Source: an optimization exercise on an open RTL-to-GDS flow (aim: small area, a short achievable clock period and few clock cycles per item). Production flows keep margins and buffers that such runs may drop. RTL that was checked went through simulation tests only; none was proved equivalent to the original. Power and IR drop assume default switching activity.

==> flow/design.v <==
`default_nettype none
package gf_field_pkg;
   localparam int GF_WIDTH  = 32;
   localparam int GF_HALF   = GF_WIDTH / 2;
   localparam int GF_PROD_W = 2 * GF_WIDTH - 1;
   localparam int GF_PART_W = 2 * GF_HALF - 1;
   localparam int GF_LANES  = 3;
   typedef logic [GF_HALF-1:0]   gf_half_t;
   typedef logic [GF_PART_W-1:0] gf_partial_t;
   typedef logic [GF_PROD_W-1:0] gf_product_t;
   typedef logic [GF_WIDTH-1:0]  gf_word_t;
endpackage
`default_nettype wire
`default_nettype none
package wb_bus_pkg;
   localparam int WB_ADR_W = 4;
   localparam int WB_DAT_W = 32;
   typedef struct packed {
      logic                cyc;
      logic                stb;
      logic                we;
      logic [WB_ADR_W-1:0] adr;
      logic [WB_DAT_W-1:0] dat_w;
   } wb_req_t;
   typedef struct packed {
      logic                ack;
      logic [WB_DAT_W-1:0] dat_r;
   } wb_rsp_t;
   localparam logic [WB_ADR_W-1:0] REG_OPA     = 4'd0;
   localparam logic [WB_ADR_W-1:0] REG_OPB     = 4'd1;
   localparam logic [WB_ADR_W-1:0] REG_PROD_LO = 4'd2;
   localparam logic [WB_ADR_W-1:0] REG_PROD_HI = 4'd3;
   localparam logic [WB_ADR_W-1:0] REG_RESULT  = 4'd4;
   localparam logic [WB_ADR_W-1:0] REG_STATUS  = 4'd5;
   localparam int STATUS_BUSY_BIT = 0;
endpackage
`default_nettype wire
`default_nettype none
module clmul_kara
#(
   parameter int N   = 32,
   parameter int LEV = 1
) (
   input  logic [N-1:0]   a,
   input  logic [N-1:0]   b,
   output logic [2*N-2:0] p
);
   if (LEV == 0 || N < 4) begin : g_sb
      always_comb begin
         p = '0;
         for (int i = 0; i < N; i++) begin
            for (int j = 0; j < N; j++) begin
               p[i+j] = p[i+j] ^ (a[i] & b[j]);
            end
         end
      end
   end else begin : g_k
      localparam int H = N / 2;
      logic [2*H-2:0] z0, z1, z2, mid;
      clmul_kara #(.N(H), .LEV(LEV-1)) u_lo  (.a(a[H-1:0]),            .b(b[H-1:0]),            .p(z0));
      clmul_kara #(.N(H), .LEV(LEV-1)) u_mid (.a(a[H-1:0] ^ a[N-1:H]), .b(b[H-1:0] ^ b[N-1:H]), .p(z1));
      clmul_kara #(.N(H), .LEV(LEV-1)) u_hi  (.a(a[N-1:H]),            .b(b[N-1:H]),            .p(z2));
      assign mid = z0 ^ z1 ^ z2;
      always_comb begin
         p = '0;
         p[2*H-2:0]   = z0;
         p[2*N-2:N]   = z2;
         p[H +: 2*H-1] = p[H +: 2*H-1] ^ mid;
      end
   end
endmodule
module clmul_32x16
(
   input  logic [31:0] a,
   input  logic [15:0] b,
   output logic [46:0] p
);
   logic [30:0] lo, hi;
   clmul_kara #(.N(16), .LEV(0)) u_lo (.a(a[15:0]),  .b(b), .p(lo));
   clmul_kara #(.N(16), .LEV(0)) u_hi (.a(a[31:16]), .b(b), .p(hi));
   assign p = {16'd0, lo} ^ {hi, 16'd0};
endmodule
`default_nettype wire
`default_nettype none
module gf_reduce
#(
   parameter logic [31:0] FIELD_POLY = 32'h0000_008D
) (
   input  logic [62:0] product,
   output logic [31:0] result
);
   logic [62:0] rem;
   always_comb begin
      rem = product;
      for (int i = 62; i >= 32; i--) begin
         if (rem[i]) begin
            rem = rem ^ (63'd1 << i) ^ ({31'd0, FIELD_POLY} << (i - 32));
         end
      end
   end
   assign result = rem[31:0];
endmodule
`default_nettype wire
`default_nettype none
module gf_mul_top
#(
   parameter logic [31:0] FIELD_POLY = 32'h0000_008D
) (
   input  logic        clk,
   input  logic        rst,
   input  logic        wb_cyc_i,
   input  logic        wb_stb_i,
   input  logic        wb_we_i,
   input  logic [3:0]  wb_adr_i,
   input  logic [31:0] wb_dat_i,
   output logic        wb_ack_o,
   output logic [31:0] wb_dat_o
);
   logic [31:0] op_a;
   logic [31:0] op_b;
   logic [62:0] prod_q;
   logic        busy;       
   logic [15:0] mul_b;
   logic [46:0] part;
   logic [31:0] result;
   logic        req;
   logic        wr;
   logic        hold;
   assign req  = wb_cyc_i && wb_stb_i;
   assign wr   = req && wb_we_i;
   assign hold = busy && (wb_we_i ? (wb_adr_i == 4'd1)
                                  : (wb_adr_i == 4'd2 || wb_adr_i == 4'd3 || wb_adr_i == 4'd4));
   assign wb_ack_o = req && !hold;
   assign mul_b = busy ? op_b[15:0] : wb_dat_i[31:16];
   clmul_32x16 u_clmul (.a(op_a), .b(mul_b), .p(part));
   gf_reduce #(.FIELD_POLY(FIELD_POLY)) u_reduce (.product(prod_q), .result(result));
   always_ff @(posedge clk) begin
      if (rst) begin
         op_a   <= '0;
         op_b   <= '0;
         prod_q <= '0;
         busy   <= 1'b0;
      end else begin
         busy <= 1'b0;
         if (busy) begin
            prod_q <= {prod_q[46:0], 16'd0} ^ {16'd0, part};
         end else if (wr && wb_adr_i == 4'd1) begin
            op_b   <= wb_dat_i;
            prod_q <= {16'd0, part};
            busy   <= 1'b1;
         end
         if (wr && wb_adr_i == 4'd0) op_a <= wb_dat_i;
      end
   end
   always_comb begin
      case (wb_adr_i)
         4'd0:    wb_dat_o = op_a;
         4'd1:    wb_dat_o = op_b;
         4'd2:    wb_dat_o = prod_q[31:0];
         4'd3:    wb_dat_o = {1'b0, prod_q[62:32]};
         4'd4:    wb_dat_o = result;
         4'd5:    wb_dat_o = {31'd0, busy};
         default: wb_dat_o = '0;
      endcase
   end
endmodule
`default_nettype wire
==> flow/config.mk <==
export PLATFORM = sky130hd
export DESIGN_NAME = gf_mul_top
export DESIGN_NICKNAME = gf_mul_top
export VERILOG_FILES = /design/flow/design.v
export SDC_FILE = /design/flow/constraint.sdc
export NUM_CORES = 4
export LEC_CHECK = 0
export CAP_MARGIN = 20
export CORE_MARGIN = 2
export CORE_UTILIZATION = 40
export SLEW_MARGIN = 20
==> flow/constraint.sdc <==
create_clock -name core_clock -period 3.0 [get_ports {clk}]
set_input_delay 0.6000 -clock core_clock [delete_from_list [all_inputs] [get_ports {clk}]]
set_output_delay 0.6000 -clock core_clock [all_outputs]
set_load 0.01 [all_outputs]
run.sh (not shown) runs the stock make flow with config.mk's settings and CLKGATE_MAP_FILE= SYNTH_SCRIPT=/design/flow/synth_recipe.tcl, a recipe that flattens the netlist after the stock synthesis.
Testbench counts at the start, summed over its fixed seeds: cycles 14,352, items 3,200.
Rerun with:
--- a/flow/design.v
+++ b/flow/design.v
@@ -66,23 +66,12 @@
          p[2*H-2:0]   = z0;
          p[2*N-2:N]   = z2;
          p[H +: 2*H-1] = p[H +: 2*H-1] ^ mid;
       end
    end
 endmodule
-module clmul_32x16
-(
-   input  logic [31:0] a,
-   input  logic [15:0] b,
-   output logic [46:0] p
-);
-   logic [30:0] lo, hi;
-   clmul_kara #(.N(16), .LEV(0)) u_lo (.a(a[15:0]),  .b(b), .p(lo));
-   clmul_kara #(.N(16), .LEV(0)) u_hi (.a(a[31:16]), .b(b), .p(hi));
-   assign p = {16'd0, lo} ^ {hi, 16'd0};
-endmodule
 `default_nettype wire
 `default_nettype none
 module gf_reduce
 #(
    parameter logic [31:0] FIELD_POLY = 32'h0000_008D
 ) (
@@ -116,52 +105,38 @@
    output logic        wb_ack_o,
    output logic [31:0] wb_dat_o
 );
    logic [31:0] op_a;
    logic [31:0] op_b;
    logic [62:0] prod_q;
-   logic        busy;       
-   logic [15:0] mul_b;
-   logic [46:0] part;
+   logic [62:0] prod_c;
    logic [31:0] result;
    logic        req;
-   logic        wr;
-   logic        hold;
-   assign req  = wb_cyc_i && wb_stb_i;
-   assign wr   = req && wb_we_i;
-   assign hold = busy && (wb_we_i ? (wb_adr_i == 4'd1)
-                                  : (wb_adr_i == 4'd2 || wb_adr_i == 4'd3 || wb_adr_i == 4'd4));
-   assign wb_ack_o = req && !hold;
-   assign mul_b = busy ? op_b[15:0] : wb_dat_i[31:16];
-   clmul_32x16 u_clmul (.a(op_a), .b(mul_b), .p(part));
+   assign req      = wb_cyc_i && wb_stb_i;
+   assign wb_ack_o = req;
+   clmul_kara #(.N(32), .LEV(0)) u_clmul (.a(op_a), .b(wb_dat_i), .p(prod_c));
    gf_reduce #(.FIELD_POLY(FIELD_POLY)) u_reduce (.product(prod_q), .result(result));
    always_ff @(posedge clk) begin
       if (rst) begin
          op_a   <= '0;
          op_b   <= '0;
          prod_q <= '0;
-         busy   <= 1'b0;
-      end else begin
-         busy <= 1'b0;
-         if (busy) begin
-            prod_q <= {prod_q[46:0], 16'd0} ^ {16'd0, part};
-         end else if (wr && wb_adr_i == 4'd1) begin
+      end else if (req && wb_we_i) begin
+         if (wb_adr_i == 4'd0) op_a <= wb_dat_i;
+         if (wb_adr_i == 4'd1) begin
             op_b   <= wb_dat_i;
-            prod_q <= {16'd0, part};
-            busy   <= 1'b1;
+            prod_q <= prod_c;
          end
-         if (wr && wb_adr_i == 4'd0) op_a <= wb_dat_i;
       end
    end
    always_comb begin
       case (wb_adr_i)
          4'd0:    wb_dat_o = op_a;
          4'd1:    wb_dat_o = op_b;
          4'd2:    wb_dat_o = prod_q[31:0];
          4'd3:    wb_dat_o = {1'b0, prod_q[62:32]};
          4'd4:    wb_dat_o = result;
-         4'd5:    wb_dat_o = {31'd0, busy};
          default: wb_dat_o = '0;
       endcase
    end
 endmodule
 `default_nettype wire
The new run ran to the end with no violations.
Sequential share of layout area goes down by 4.1 points.
Synthesized area goes up by 44%.
Non-clock buffer count goes down by 1.
Sequential power barely changes.
Setup slack gains 0.054 ns.
Final cell count goes up by 44%.
Maximum frequency goes up by 1.9%.
Global-route usage goes down by 2.0 points.
No functional check of the RTL was part of the second run of this note.

[static timing again, ports no longer ideal]
The results above use ideal ports. As a check the final layouts listed here were re-extracted and re-timed, cells and wires unchanged.
Step 1, drivers: a clkbuf_16 drives clk and a buf_2 each remaining input, both assumed.
Step 2, shift: input delay + t, output delay - t, t = (earliest + latest rising clock arrival at the registers) / 2. This alone moves slack from input paths to output paths.
a / b / c = ideal ports / drivers / drivers and shift; a / b = the first two.
run	t (ns)	setup WS [ns]	worst hold slack (ns)	worst setup path after step 2	worst data-port slew with drivers (ns)
the first run	0.474	0.065 / 0.013 / -0.291	0.471 / 0.471 / 0.471	input to register	0.05
the second run	0.493	0.118 / 0.085 / -0.122	0.463 / 0.463 / 0.463	input to register	0.04
Met with ideal ports but missed after step 2: setup timing in the first run and the second run. For the first run, which loses most, drivers alone change the setup slack by -0.052 ns; drivers and shift together by -0.356 ns.
